This is an optimization exercise on Yosys and OpenROAD, whose aim is small area, a short achievable clock period and few clock cycles per item, not a production implementation. Where RTL was checked, it was by simulation tests only, not by an equivalence proof against the original. Power and IR drop assume default switching activity.

## south
## fsk_demod
module fsk_demod (
    input  logic         sys_clk,
    input  logic         rst_n,
    input  logic [15:0]  sample_in,       
    input  logic         sample_valid,
    output logic         sample_ready,
    output logic         symbol,          
    output logic         symbol_valid,
    input  logic         symbol_ready
);
For scale: roughly 790 cells after synthesis, about 23 I/O pins, ~7200 sq um of cells after synthesis.
Settings: LEC_CHECK=0, CAP_MARGIN=20, CORE_MARGIN=2, CORE_UTILIZATION=40, SETUP_SLACK_MARGIN=3.4, SLEW_MARGIN=20; clock period 6.0 ns.
standard.sh (not shown) runs the stock make flow with config.mk's settings and CLKGATE_MAP_FILE= SYNTH_SCRIPT=/design/flow/synth_recipe.tcl, a recipe that flattens the netlist after the stock synthesis.
==> flow/flow/run.sh <==
#!/bin/bash
# Own flow: the standard layout, with two changes.
#  1. Synthesis: the standard script, except that synth's "fine" step skips its quick abc
#     (so extract_fa sees the RTL's adders unscrambled) and the final abc uses an area
#     script with deepsyn (flow/abc_deep.script). The result is used only when it holds
#     exactly the standard synthesis's registers (names and cell types); otherwise the
#     standard synthesis is kept.
#  2. Port buffers are plain buffers (BUFFER_PORTS_ARGS) instead of the delay cells the
#     resizer picks by default.
# Every tool's output goes to a log file of its own in this folder.
set -u
W=$PWD
F=$W/flow
R=$W/orfs/results/$FLOW_PLATFORM/fsk_demod/base
PORTS='BUFFER_PORTS_ARGS=-buffer_cell sky130_fd_sc_hd__buf_4'

bash standard.sh synth > $W/log_standard_synth.txt 2>&1 || { echo "standard synth failed"; exit 1; }
cp $R/1_2_yosys.v $W/standard_1_2_yosys.v

# modified copy of ORFS's synth.tcl and of the standard flow's synthesis script
mkdir -p $W/mysynth
sed -e 's|^\(\s*synth -top $::env(DESIGN_NAME) -run fine: {\*}$synth_full_args\)|\1 -noabc|' \
    -e "s|^source \$::env(SCRIPTS_DIR)/synth_preamble.tcl|&\nset abc_args [lreplace \$abc_args 1 1 $F/abc_deep.script]|" \
    $FLOW_HOME/scripts/synth.tcl > $W/mysynth/synth.tcl
sed "s|source \$::env(SCRIPTS_DIR)/synth.tcl|source $W/mysynth/synth.tcl|" $W/synth_recipe.tcl > $W/mysynth/synth_recipe.tcl

if make -C $FLOW_HOME DESIGN_CONFIG=$W/config.mk WORK_HOME=$W/mysynth/orfs CLKGATE_MAP_FILE= \
     SYNTH_SCRIPT=$W/mysynth/synth_recipe.tcl synth > $W/log_my_synth.txt 2>&1; then
  M=$W/mysynth/orfs/results/$FLOW_PLATFORM/fsk_demod/base/1_2_yosys.v
  if python3 $F/regcmp.py $W/standard_1_2_yosys.v $M > $W/log_regcmp.txt 2>&1; then
    cp $M $R/1_2_yosys.v
    rm -f $R/1_synth.odb $R/1_synth.sdc
    echo "using the modified synthesis"
  else
    echo "registers differ: keeping the standard synthesis"
  fi
else
  echo "modified synthesis failed: keeping the standard synthesis"
fi

bash standard.sh "$PORTS" finish > $W/log_standard_finish.txt 2>&1 || { echo "layout failed"; exit 1; }
test -f $W/out/final.def
Other scripts of this flow, unchanged in this note and not shown: flow/flow/abc_deep.script, flow/flow/regcmp.py
south did not stop at any stage, and its layout met the timing, design-rule and antenna checks.
Setup changes, south to west
Settings: swapping 3.4 for 3.7 in SETUP_SLACK_MARGIN.
Results
west ran to completion and came out clean on the timing, design-rule and antenna checks.
Between west and south, it is west whose filler cell count in the final layout is lower, by about 6%.
met2 layer usage reported by global route in west is 0.47 points above south.
From south to west the numbers moved as follows: area growth from synthesis to layout moved up, power went up.
Of the two candidates, south has the better routed wire length and west the worse one.
No run of this note included a check of the RTL's function; only the layout flow was run.

========
Another version of the RTL of fsk_demod (not shown whole).
For scale: roughly 750 cells after synthesis, ~23 I/O pins, about 6500 sq um of cells after synthesis.
// fsk_demod
module fsk_demod (
    input  logic         sys_clk,
    input  logic         rst_n,
    input  logic [15:0]  sample_in,       
    input  logic         sample_valid,
    output logic         sample_ready,
    output logic         symbol,          
    output logic         symbol_valid,
    input  logic         symbol_ready
);
    localparam int W = 24;
    logic       rdy;
    logic       take;
    logic [7:0] ph1;
    logic [7:0] s1;
    logic       l1;
    assign sample_ready = rdy;
    assign take         = sample_valid && rdy;
    always_ff @(posedge sys_clk) begin
        ph1 <= sample_in[15:8];
        s1  <= sample_in[7:0] & {8{take}};
    end
    always_ff @(posedge sys_clk or negedge rst_n) begin
        if (!rst_n) l1 <= 1'b0;
        else        l1 <= take && (sample_in[15:8] == 8'hFF);
    end
    logic [7:0]        fold;       
    logic signed [8:0] dhalf;
    logic [8:0]        se;
  ...
clock: 6.0 ns
lec_check: 0
cap_margin: 20
core_margin: 2
core_utilization: 40
setup_slack_margin: 3.2
slew_margin: 20
==> flow/flow/abc_deep.script <==
strash
&get -n
&deepsyn -T 45 -S 1
&put
dch -f
map -a
topo
stime -c
buffer -c
upsize -c
dnsize -c
==> flow/flow/regcmp.py <==
# regcmp.py STD.v NEW.v: exit 0 when both netlists hold the same registers
# (same instance names, same cell types, drive strength aside).
import re, sys

def regs(path):
    txt = open(path).read()
    out = {}
    for typ, name in re.findall(r'^\s*(sky130_fd_sc_hd__\w+)\s+(\S+)\s*\(', txt, re.M):
        base = typ.replace('sky130_fd_sc_hd__', '')
        if re.match(r'(e?df|dl|sdf|sedf)', base):
            out[name] = re.sub(r'_\d+$', '', base)
    return out

a, b = regs(sys.argv[1]), regs(sys.argv[2])
if a != b or not a:
    print("register mismatch:", len(a), len(b))
    for k in sorted(set(a) | set(b)):
        if a.get(k) != b.get(k):
            print("  ", k, a.get(k), b.get(k))
    sys.exit(1)
print("registers match:", len(a))
Scripts as last shown in full above: flow/flow/run.sh
Testbench counts at the start, summed over its fixed seeds: cycles 65,576, items 65,536.
Change:
--- a/flow/config.mk
+++ b/flow/config.mk
@@ -11 +11 @@
-export SETUP_SLACK_MARGIN = 3.2
+export SETUP_SLACK_MARGIN = 3.45
After rerunning:
- design area is higher by 6.3%
- worst hold slack improved by 0.012 ns
- synthesized area stays the same
Change:
--- a/flow/flow/run.sh
+++ b/flow/flow/run.sh
@@ -5 +5 @@
-#     script with deepsyn (flow/abc_deep.script). The result is used only when it holds
+#     script with deepsyn (flow/abc.script). The result is used only when it holds
@@ -15 +15 @@
-PORTS='BUFFER_PORTS_ARGS=-buffer_cell sky130_fd_sc_hd__buf_4'
+PORTS='BUFFER_PORTS_ARGS=-buffer_cell sky130_fd_sc_hd__buf_2'
@@ -23 +23 @@
-    -e "s|^source \$::env(SCRIPTS_DIR)/synth_preamble.tcl|&\nset abc_args [lreplace \$abc_args 1 1 $F/abc_deep.script]|" \
+    -e "s|^source \$::env(SCRIPTS_DIR)/synth_preamble.tcl|&\nset abc_args [lreplace \$abc_args 1 1 $F/abc.script]|" \
==> flow/flow/abc.script (new file) <==
strash
&get -n
&deepsyn -T 45 -S 1
&put
dch -f
amap
topo
stime -c
buffer -c
upsize -c
dnsize -c
--- a/flow/config.mk
+++ b/flow/config.mk
@@ -11 +11,2 @@
-export SETUP_SLACK_MARGIN = 3.45
+export CTS_BUF_LIST = sky130_fd_sc_hd__clkbuf_4 sky130_fd_sc_hd__clkbuf_8
+export SETUP_SLACK_MARGIN = 3.2
removed: flow/flow/abc_deep.script
Non-clock buffer count came out higher by 1. Die area came out lower by a few percent. Cell count came out lower by a few percent.

========
Setup of build 54:
fsk_demod, a different RTL version from the one above (not shown whole).
==> flow/config.mk <==
export PLATFORM = sky130hd
export DESIGN_NAME = fsk_demod
export DESIGN_NICKNAME = fsk_demod
export VERILOG_FILES = /design/flow/design.v
export SDC_FILE = /design/flow/constraint.sdc
export NUM_CORES = 4
export LEC_CHECK = 0
export CAP_MARGIN = 20
export CORE_MARGIN = 2
export CORE_UTILIZATION = 50
export SETUP_SLACK_MARGIN = 3.6
export SLEW_MARGIN = 20
==> flow/constraint.sdc <==
create_clock -name core_clock -period 6.0 [get_ports {sys_clk}]
set_input_delay 1.2000 -clock core_clock [delete_from_list [all_inputs] [get_ports {sys_clk}]]
set_output_delay 1.2000 -clock core_clock [all_outputs]
set_load 0.01 [all_outputs]
==> flow/flow/run.sh <==
#!/bin/bash
# Own flow: the standard layout, with two changes.
#  1. Synthesis: the standard script, except that synth's "fine" step skips its quick abc
#     (so extract_fa sees the RTL's adders unscrambled) and the final abc uses an area
#     script with deepsyn (flow/abc_deep.script). The result is used only when it holds
#     exactly the standard synthesis's registers (names and cell types); otherwise the
#     standard synthesis is kept.
#  2. Port buffers are plain buffers (BUFFER_PORTS_ARGS) instead of the delay cells the
#     resizer picks by default.
# Every tool's output goes to a log file of its own in this folder.
set -u
W=$PWD
F=$W/flow
R=$W/orfs/results/$FLOW_PLATFORM/fsk_demod/base
PORTS='BUFFER_PORTS_ARGS=-buffer_cell sky130_fd_sc_hd__buf_4'

bash standard.sh synth > $W/log_standard_synth.txt 2>&1 || { echo "standard synth failed"; exit 1; }
cp $R/1_2_yosys.v $W/standard_1_2_yosys.v

# modified copy of ORFS's synth.tcl and of the standard flow's synthesis script
mkdir -p $W/mysynth
sed -e 's|^\(\s*synth -top $::env(DESIGN_NAME) -run fine: {\*}$synth_full_args\)|\1 -noabc|' \
    -e "s|^source \$::env(SCRIPTS_DIR)/synth_preamble.tcl|&\nset abc_args [lreplace \$abc_args 1 1 $F/abc_deep.script]|" \
    $FLOW_HOME/scripts/synth.tcl > $W/mysynth/synth.tcl
sed "s|source \$::env(SCRIPTS_DIR)/synth.tcl|source $W/mysynth/synth.tcl|" $W/synth_recipe.tcl > $W/mysynth/synth_recipe.tcl

if make -C $FLOW_HOME DESIGN_CONFIG=$W/config.mk WORK_HOME=$W/mysynth/orfs CLKGATE_MAP_FILE= \
     SYNTH_SCRIPT=$W/mysynth/synth_recipe.tcl synth > $W/log_my_synth.txt 2>&1; then
  M=$W/mysynth/orfs/results/$FLOW_PLATFORM/fsk_demod/base/1_2_yosys.v
  if python3 $F/regcmp.py $W/standard_1_2_yosys.v $M > $W/log_regcmp.txt 2>&1; then
    cp $M $R/1_2_yosys.v
    rm -f $R/1_synth.odb $R/1_synth.sdc
    echo "using the modified synthesis"
  else
    echo "registers differ: keeping the standard synthesis"
  fi
else
  echo "modified synthesis failed: keeping the standard synthesis"
fi

bash standard.sh "$PORTS" finish > $W/log_standard_finish.txt 2>&1 || { echo "layout failed"; exit 1; }
test -f $W/out/final.def
==> flow/flow/abc_deep.script <==
strash
&get -n
&deepsyn -T 45 -S 1
&put
dch -f
map -a
topo
stime -c
buffer -c
upsize -c
dnsize -c
Scripts as last shown in full above: flow/flow/regcmp.py
Build 54 reached the final stage; the timing, design-rule and antenna checks on its layout passed.
Testbench counts of build 54, summed over its fixed seeds: cycles 65,576, items 65,536.
Modified inputs, build 52 compared to build 54
Settings: swapping 3.6 for 3.5 in SETUP_SLACK_MARGIN; swapping 50 for 60 in CORE_UTILIZATION.
Findings:
The higher sequential share of layout area came out of build 52.
Via count of the first global-routing pass sits lower in build 52 than in build 54.
Build 54 -> build 52: maximum frequency decreased by a few percent
Number of tap instances (build 52 / build 54): 0.810
In the metrics for build 54 and build 52, the one carrying the higher sequential power share is build 52.
> inputs changed (build 52 -> build 91)
Settings: changing CORE_UTILIZATION from 60 to 40.
### Flow results
Having completed the whole flow, build 91 delivered a layout that passed the timing, design-rule and antenna checks.
Summary — share of post-route cells with drive strength above 1, build 91 relative to build 52: higher, by 2.5 points.
Diff build 52 -> build 91: combinational cell fraction of total power decreased by 1.3 points relative to the old numbers; inserted tap cell count increased by 55% relative to the old numbers; switching power as a share of total power decreased by 1.9 points relative to the old numbers; worst setup slack after layout increased by 0.069 ns relative to the old numbers.
Compared with build 52, build 91 shows global-route wire length before repair that has gone up by a few percent.
In build 91, number of non-clock inverters is higher than in build 52.
Taking build 52 as the reference, in build 91 cell depth of the worst setup path shows an increase of 2; x dimension of the die climbed 22%; buffers plus inverters on the worst setup path saw an increase.

-- afterwards: timing with drivers on the ports --
In the flow no input, the clock included, has a driving cell. The finished layouts below were timed again as built, in two steps. Step 1 (the two cells are an assumption about what drives the block):
set clk [get_ports {sys_clk}]
set_driving_cell -lib_cell sky130_fd_sc_hd__clkbuf_16 $clk
set_driving_cell -lib_cell sky130_fd_sc_hd__buf_2 [delete_from_list [all_inputs] $clk]
Step 2, shift: input delay + t, output delay - t, t = (earliest + latest rising clock arrival at the registers) / 2. This alone moves slack from input paths to output paths. Slacks: no drivers / after step 1 / after step 2; pairs: no drivers / after step 1.
run	shift t [ns]	slack for setup (ns)	slew at the worst register clock pin (ns)
south	0.455	3.545 / 3.545 / 3.545	0.06 / 0.06
west	0.454	3.633 / 3.633 / 3.633	0.06 / 0.06
the first run of note 2	0.387	3.173 / 3.173 / 3.173	0.07 / 0.07
the second run of note 2	0.378	3.194 / 3.194 / 3.194	0.07 / 0.07
the third run of note 2	0.407	3.196 / 3.196 / 3.196	0.11 / 0.11
build 54	0.383	3.544 / 3.544 / 3.388	0.07 / 0.07
build 52	0.414	3.462 / 3.462 / 3.462	0.11 / 0.11
build 91	0.386	3.531 / 3.531 / 3.302	0.07 / 0.07
After both steps every run listed still meets setup and hold. The setup slack of build 91, which loses most, moves by 0.000 ns with the drivers and by -0.229 ns with both steps.
